What follows belongs to an exercise in optimizing a design on an open flow for small area; a production flow would make more cautious choices. Function was checked by simulation only, so behaviour that the tests miss may differ from the original. No driver is modelled on the clock port, so clocking that relies on it looks cheaper here than on a real chip. Power and IR drop assume default switching activity.

==> module regfile_mp, before the edit <==
module regfile_mp #(
  parameter int XLEN = 32,
  parameter int AW   = 5,
  parameter int NRP  = 2
) (
  input  logic                clk,
  input  logic                rst,
  input  logic [NRP*AW-1:0]   rd_addr,
  output logic [NRP*XLEN-1:0] rd_data,
  output logic [NRP-1:0]      rd_ready,
  input  logic                wa_en,
  input  logic [AW-1:0]       wa_addr,
  input  logic [XLEN-1:0]     wa_data,
  input  logic                wb_en,
  input  logic [AW-1:0]       wb_addr,
  input  logic [XLEN-1:0]     wb_data,
  input  logic                claim_en,
  input  logic [AW-1:0]       claim_addr,
  output logic [AW:0]         pend_cnt
);
  localparam int NREG = 1 << AW;
  logic [XLEN-1:0] st   [1:NREG-1];    
  logic [XLEN-1:0] st_n [1:NREG-1];
  logic [NREG-1:1] valid;
  logic [NREG-1:1] pending;
  logic            ph;
  logic [NREG-1:1] sa, sb, hold, rel, clm;
  logic [XLEN-1:0] wa_x, wb_x;
  logic            wb_en_only;
  function automatic logic [3:0] pre_lo_n(input logic [AW-1:0] a);
    for (int j = 0; j < 4; j++) pre_lo_n[j] = !(a[1:0] == j);
  endfunction
  function automatic logic [7:0] pre_hi_n(input logic en, input logic [AW-1:0] a);
    for (int j = 0; j < 8; j++) pre_hi_n[j] = !(en && (a[4:2] == j));
  endfunction
  assign wa_x = wa_data ^ {XLEN{ph}};
  assign wb_x = wb_data ^ {XLEN{ph}};
  assign wb_en_only = wb_en && !(wa_en && (wa_addr == wb_addr));
  logic [3:0] wa_lo_n, wb_lo_n;
  logic [7:0] wa_hi_n, wb_hi_n;
  assign wa_lo_n = pre_lo_n(wa_addr);
  assign wa_hi_n = pre_hi_n(wa_en, wa_addr);
  assign wb_lo_n = pre_lo_n(wb_addr);
  assign wb_hi_n = pre_hi_n(wb_en_only, wb_addr);
  for (genvar i = 1; i < NREG; i++) begin : g_reg
    rf_wsel u_sel (.a_lo_n(wa_lo_n[i % 4]), .a_hi_n(wa_hi_n[i / 4]),
                   .b_lo_n(wb_lo_n[i % 4]), .b_hi_n(wb_hi_n[i / 4]),
                   .sa(sa[i]), .sb(sb[i]), .h(hold[i]));
    assign rel[i]  = wb_en && (wb_addr == i);
    assign clm[i]  = claim_en && (claim_addr == i);
    for (genvar b = 0; b < XLEN; b++) begin : g_bit
      rf_wbit u_w (.sa(sa[i]), .sb(sb[i]), .h(hold[i]), .a(wa_x[b]), .b(wb_x[b]), .q(st[i][b]),
                   .d(st_n[i][b]));
    end
    always_ff @(posedge clk) begin
      st[i] <= st_n[i];
    end
    always_ff @(posedge clk or posedge rst) begin
      if (rst) begin
        valid[i]   <= 1'b0;
        pending[i] <= 1'b0;
      end else begin
        valid[i]   <= valid[i] | !hold[i];
        pending[i] <= clm[i] | (pending[i] & !rel[i]);
      end
    end
  end
  always_ff @(posedge clk or posedge rst) begin
    if (rst) ph <= 1'b0;
    else     ph <= !ph;
  end
  logic [3:0] cl_lo, wr_lo;
  logic [7:0] cl_hi, wr_hi;
  logic       pend_c_n, pend_b_n, claim_ok, cnt_inc, cnt_dec;
  assign cl_lo = ~pre_lo_n(claim_addr);
  assign cl_hi = ~pre_hi_n(claim_en, claim_addr);
  assign wr_lo = ~pre_lo_n(wb_addr);
  assign wr_hi = ~pre_hi_n(wb_en, wb_addr);
  rf_mux31n u_pc (.v(pending), .lo(cl_lo), .hi(cl_hi), .y_n(pend_c_n));
  rf_mux31n u_pb (.v(pending), .lo(wr_lo), .hi(wr_hi), .y_n(pend_b_n));
  assign claim_ok = claim_en && (claim_addr != '0);
  assign cnt_inc  = claim_ok && pend_c_n;
  assign cnt_dec  = !pend_b_n && !(claim_ok && (claim_addr == wb_addr));
  always_ff @(posedge clk or posedge rst) begin
    if (rst) pend_cnt <= '0;
    else     pend_cnt <= pend_cnt + {{AW{1'b0}}, cnt_inc} - {{AW{1'b0}}, cnt_dec};
  end
  for (genvar k = 0; k < NRP; k++) begin : g_rd
    logic [AW-1:0]   a;
    logic [NREG-1:1] rs;
    logic            any_n;
    logic [3:0]      lo;
    logic [7:0]      hi;
    logic            any;
    assign a  = rd_addr[k*AW +: AW];
    assign lo = ~pre_lo_n(a);
    assign hi = ~pre_hi_n(1'b1, a);
    for (genvar i = 1; i < NREG; i++) begin : g_dec
      rf_rsel u_rs (.lo(lo[i % 4]), .hi(hi[i / 4]), .v(valid[i]), .s(rs[i]));
    end
    rf_mux31n u_any (.v(valid), .lo(lo), .hi(hi), .y_n(any_n));
    rf_mux31n u_rdy (.v(pending), .lo(lo), .hi(hi), .y_n(rd_ready[k]));
    assign any = !any_n;
    for (genvar b = 0; b < XLEN; b++) begin : g_bit
      logic [NREG-1:1] col;
      for (genvar i = 1; i < NREG; i++) begin : g_col
        assign col[i] = st[i][b];
      end
      rf_rbit u_r (.sel(rs), .d(col), .x(any & ph), .y(rd_data[k*XLEN + b]));
    end
  end
endmodule
==> module rf_mux31n, before the edit <==
module rf_mux31n (
  input  logic [31:1] v,
  input  logic [3:0]  lo,
  input  logic [7:0]  hi,
  output logic        y_n
);
  logic [7:0] g;
  for (genvar h = 0; h < 8; h++) begin : g_h
    logic [3:0] w;
    for (genvar l = 0; l < 4; l++) begin : g_l
      if (h == 0 && l == 0) begin : g_z
        assign w[l] = 1'b0;
      end else begin : g_v
        assign w[l] = v[4 * h + l];
      end
    end
    rf_ao4 u_g (.s(lo), .d(w), .y(g[h]));
  end
  rf_ao8n u_y (.s(hi), .d(g), .y(y_n));
endmodule
==> module rf_ao4, before the edit <==
module rf_ao4 (
  input  logic [3:0] s,
  input  logic [3:0] d,
  output logic       y
);
  assign y = |(s & d);
endmodule
==> module rf_ao8n, before the edit <==
module rf_ao8n (
  input  logic [7:0] s,
  input  logic [7:0] d,
  output logic       y
);
  assign y = ~|(s & d);
endmodule
==> flow/config.mk <==
export PLATFORM = sky130hd
export DESIGN_NAME = regfile_mp
export DESIGN_NICKNAME = regfile_mp
export VERILOG_FILES = /design/flow/design.v
export SDC_FILE = /design/flow/constraint.sdc
export NUM_CORES = 8
export LEC_CHECK = 0
export CAP_MARGIN = 20
export CORE_MARGIN = 2
export CORE_UTILIZATION = 40
export CTS_BUF_LIST = sky130_fd_sc_hd__clkbuf_16
export CTS_CLUSTER_DIAMETER = 100
export CTS_CLUSTER_SIZE = 28
export SLEW_MARGIN = 20
export SYNTH_HIERARCHICAL = 1
==> flow/constraint.sdc <==
create_clock -name core_clock -period 8.0 [get_ports {clk}]
set_input_delay 1.6000 -clock core_clock [delete_from_list [all_inputs] [get_ports {clk}]]
set_output_delay 1.6000 -clock core_clock [all_outputs]
set_load 0.01 [all_outputs]
standard.sh (not shown) runs the stock make flow with config.mk's settings and CLKGATE_MAP_FILE= SYNTH_SCRIPT=/design/flow/synth_recipe.tcl, a recipe that flattens the netlist after the stock synthesis.
==> flow/flow/run.sh <==
#!/bin/bash
# Own layout flow: the standard flow (standard.sh, unchanged synthesis) with these changes:
#  - the port buffers are buf_1 cells (BUFFER_PORTS_ARGS);
#  - before each physical step, flow/hook.tcl marks logic cells of drive 2 and up and buffers
#    above buf_2 don't-use, so repair and rebuffering build from small cells;
set -euo pipefail
H="$PWD/flow/hook.tcl"
bash standard.sh synth > flow_synth.log 2>&1
bash standard.sh \
  "BUFFER_PORTS_ARGS=-buffer_cell sky130_fd_sc_hd__buf_1" \
  "CTS_ARGS=-sink_clustering_enable -repair_clock_nets -sink_clustering_size 28 -sink_clustering_max_diameter 100 -buf_list sky130_fd_sc_hd__clkbuf_16 -dont_use_dummy_load" \
  "PRE_FLOORPLAN_TCL=$H" "PRE_GLOBAL_PLACE_TCL=$H" "PRE_RESIZE_TCL=$H" \
  "PRE_DETAIL_PLACE_TCL=$H" "PRE_REPAIR_TIMING_POST_PLACE_TCL=$H" "PRE_CTS_TCL=$H" \
  "PRE_GLOBAL_ROUTE_TCL=$H" "PRE_DETAIL_ROUTE_TCL=$H" \
  finish > flow_layout.log 2>&1
Other scripts of this flow, unchanged in this note and not shown: flow/flow/hook.tcl
==> next run, changes <==
--- a/flow/design.v
+++ b/flow/design.v
@@ -66,86 +66,42 @@
     end
   end
   always_ff @(posedge clk or posedge rst) begin
     if (rst) ph <= 1'b0;
     else     ph <= !ph;
   end
-  logic [3:0] cl_lo, wr_lo;
-  logic [7:0] cl_hi, wr_hi;
-  logic       pend_c_n, pend_b_n, claim_ok, cnt_inc, cnt_dec;
-  assign cl_lo = ~pre_lo_n(claim_addr);
-  assign cl_hi = ~pre_hi_n(claim_en, claim_addr);
-  assign wr_lo = ~pre_lo_n(wb_addr);
-  assign wr_hi = ~pre_hi_n(wb_en, wb_addr);
-  rf_mux31n u_pc (.v(pending), .lo(cl_lo), .hi(cl_hi), .y_n(pend_c_n));
-  rf_mux31n u_pb (.v(pending), .lo(wr_lo), .hi(wr_hi), .y_n(pend_b_n));
-  assign claim_ok = claim_en && (claim_addr != '0);
-  assign cnt_inc  = claim_ok && pend_c_n;
-  assign cnt_dec  = !pend_b_n && !(claim_ok && (claim_addr == wb_addr));
+  logic cnt_inc, cnt_dec;
+  assign cnt_inc = |(clm & ~pending);
+  assign cnt_dec = |(rel & pending & ~clm);
   always_ff @(posedge clk or posedge rst) begin
     if (rst) pend_cnt <= '0;
     else     pend_cnt <= pend_cnt + {{AW{1'b0}}, cnt_inc} - {{AW{1'b0}}, cnt_dec};
   end
   for (genvar k = 0; k < NRP; k++) begin : g_rd
     logic [AW-1:0]   a;
-    logic [NREG-1:1] rs;
-    logic            any_n;
+    logic [NREG-1:1] dec, rs;
     logic [3:0]      lo;
     logic [7:0]      hi;
     logic            any;
     assign a  = rd_addr[k*AW +: AW];
     assign lo = ~pre_lo_n(a);
     assign hi = ~pre_hi_n(1'b1, a);
     for (genvar i = 1; i < NREG; i++) begin : g_dec
+      assign dec[i] = (a == i);
       rf_rsel u_rs (.lo(lo[i % 4]), .hi(hi[i / 4]), .v(valid[i]), .s(rs[i]));
     end
-    rf_mux31n u_any (.v(valid), .lo(lo), .hi(hi), .y_n(any_n));
-    rf_mux31n u_rdy (.v(pending), .lo(lo), .hi(hi), .y_n(rd_ready[k]));
-    assign any = !any_n;
+    assign any = |rs;
+    assign rd_ready[k] = !(|(dec & pending));
     for (genvar b = 0; b < XLEN; b++) begin : g_bit
       logic [NREG-1:1] col;
       for (genvar i = 1; i < NREG; i++) begin : g_col
         assign col[i] = st[i][b];
       end
       rf_rbit u_r (.sel(rs), .d(col), .x(any & ph), .y(rd_data[k*XLEN + b]));
     end
   end
-endmodule
-module rf_mux31n (
-  input  logic [31:1] v,
-  input  logic [3:0]  lo,
-  input  logic [7:0]  hi,
-  output logic        y_n
-);
-  logic [7:0] g;
-  for (genvar h = 0; h < 8; h++) begin : g_h
-    logic [3:0] w;
-    for (genvar l = 0; l < 4; l++) begin : g_l
-      if (h == 0 && l == 0) begin : g_z
-        assign w[l] = 1'b0;
-      end else begin : g_v
-        assign w[l] = v[4 * h + l];
-      end
-    end
-    rf_ao4 u_g (.s(lo), .d(w), .y(g[h]));
-  end
-  rf_ao8n u_y (.s(hi), .d(g), .y(y_n));
-endmodule
-module rf_ao4 (
-  input  logic [3:0] s,
-  input  logic [3:0] d,
-  output logic       y
-);
-  assign y = |(s & d);
-endmodule
-module rf_ao8n (
-  input  logic [7:0] s,
-  input  logic [7:0] d,
-  output logic       y
-);
-  assign y = ~|(s & d);
 endmodule
 module rf_nor2 (
   input  logic a, b,
   output logic y
 );
   assign y = ~(a | b);
The new run went through all stages and came out clean.
Sequential power is about the same.
Final cell count barely changes.
Worst hold slack gains 0.0064 ns.
Sequential share of layout area decreases by 0.13 points.
Total power stays flat.
Global-route usage rose by 1.6 points.
Area after synthesis climbs slightly.
Die area increases slightly.
Routed wire length is higher by a few percent.
Register-to-register slack improved by 0.46 ns.
Fmax goes down by a few percent.
Worst setup slack loses 0.22 ns.
Clock skew increases by 0.0050 ns.
Cell area hardly moves.

-- what the ideal ports hide --
The results above use ideal ports. As a check the final layouts listed here were re-extracted and re-timed, cells and wires unchanged.
Step 1 assumes that a clkbuf_16 drives the clock port and a buf_2 every other input.
Step 2 moves the port delays by t, midway between the first and last clock arrival at a register: inputs arrive t later, outputs are due t later. That takes back most of the time a late clock gives input paths.
a / b / c = no drivers / after step 1 / after step 2; a / b = the first two.
run	t (ns)	setup slack, ns	worst setup path at the end	worst register clock-pin slew, ns	worst data-port slew with drivers (ns)
the first run	0.736	0.697 / 0.674 / 0.674	input to output	0.12 / 0.12	0.04
the second run	0.752	0.477 / 0.416 / 0.416	input to output	0.12 / 0.12	0.09
After both steps every run listed still meets setup and hold. The setup slack of the second run, which loses most, moves by -0.061 ns with the drivers and by -0.061 ns with both steps.
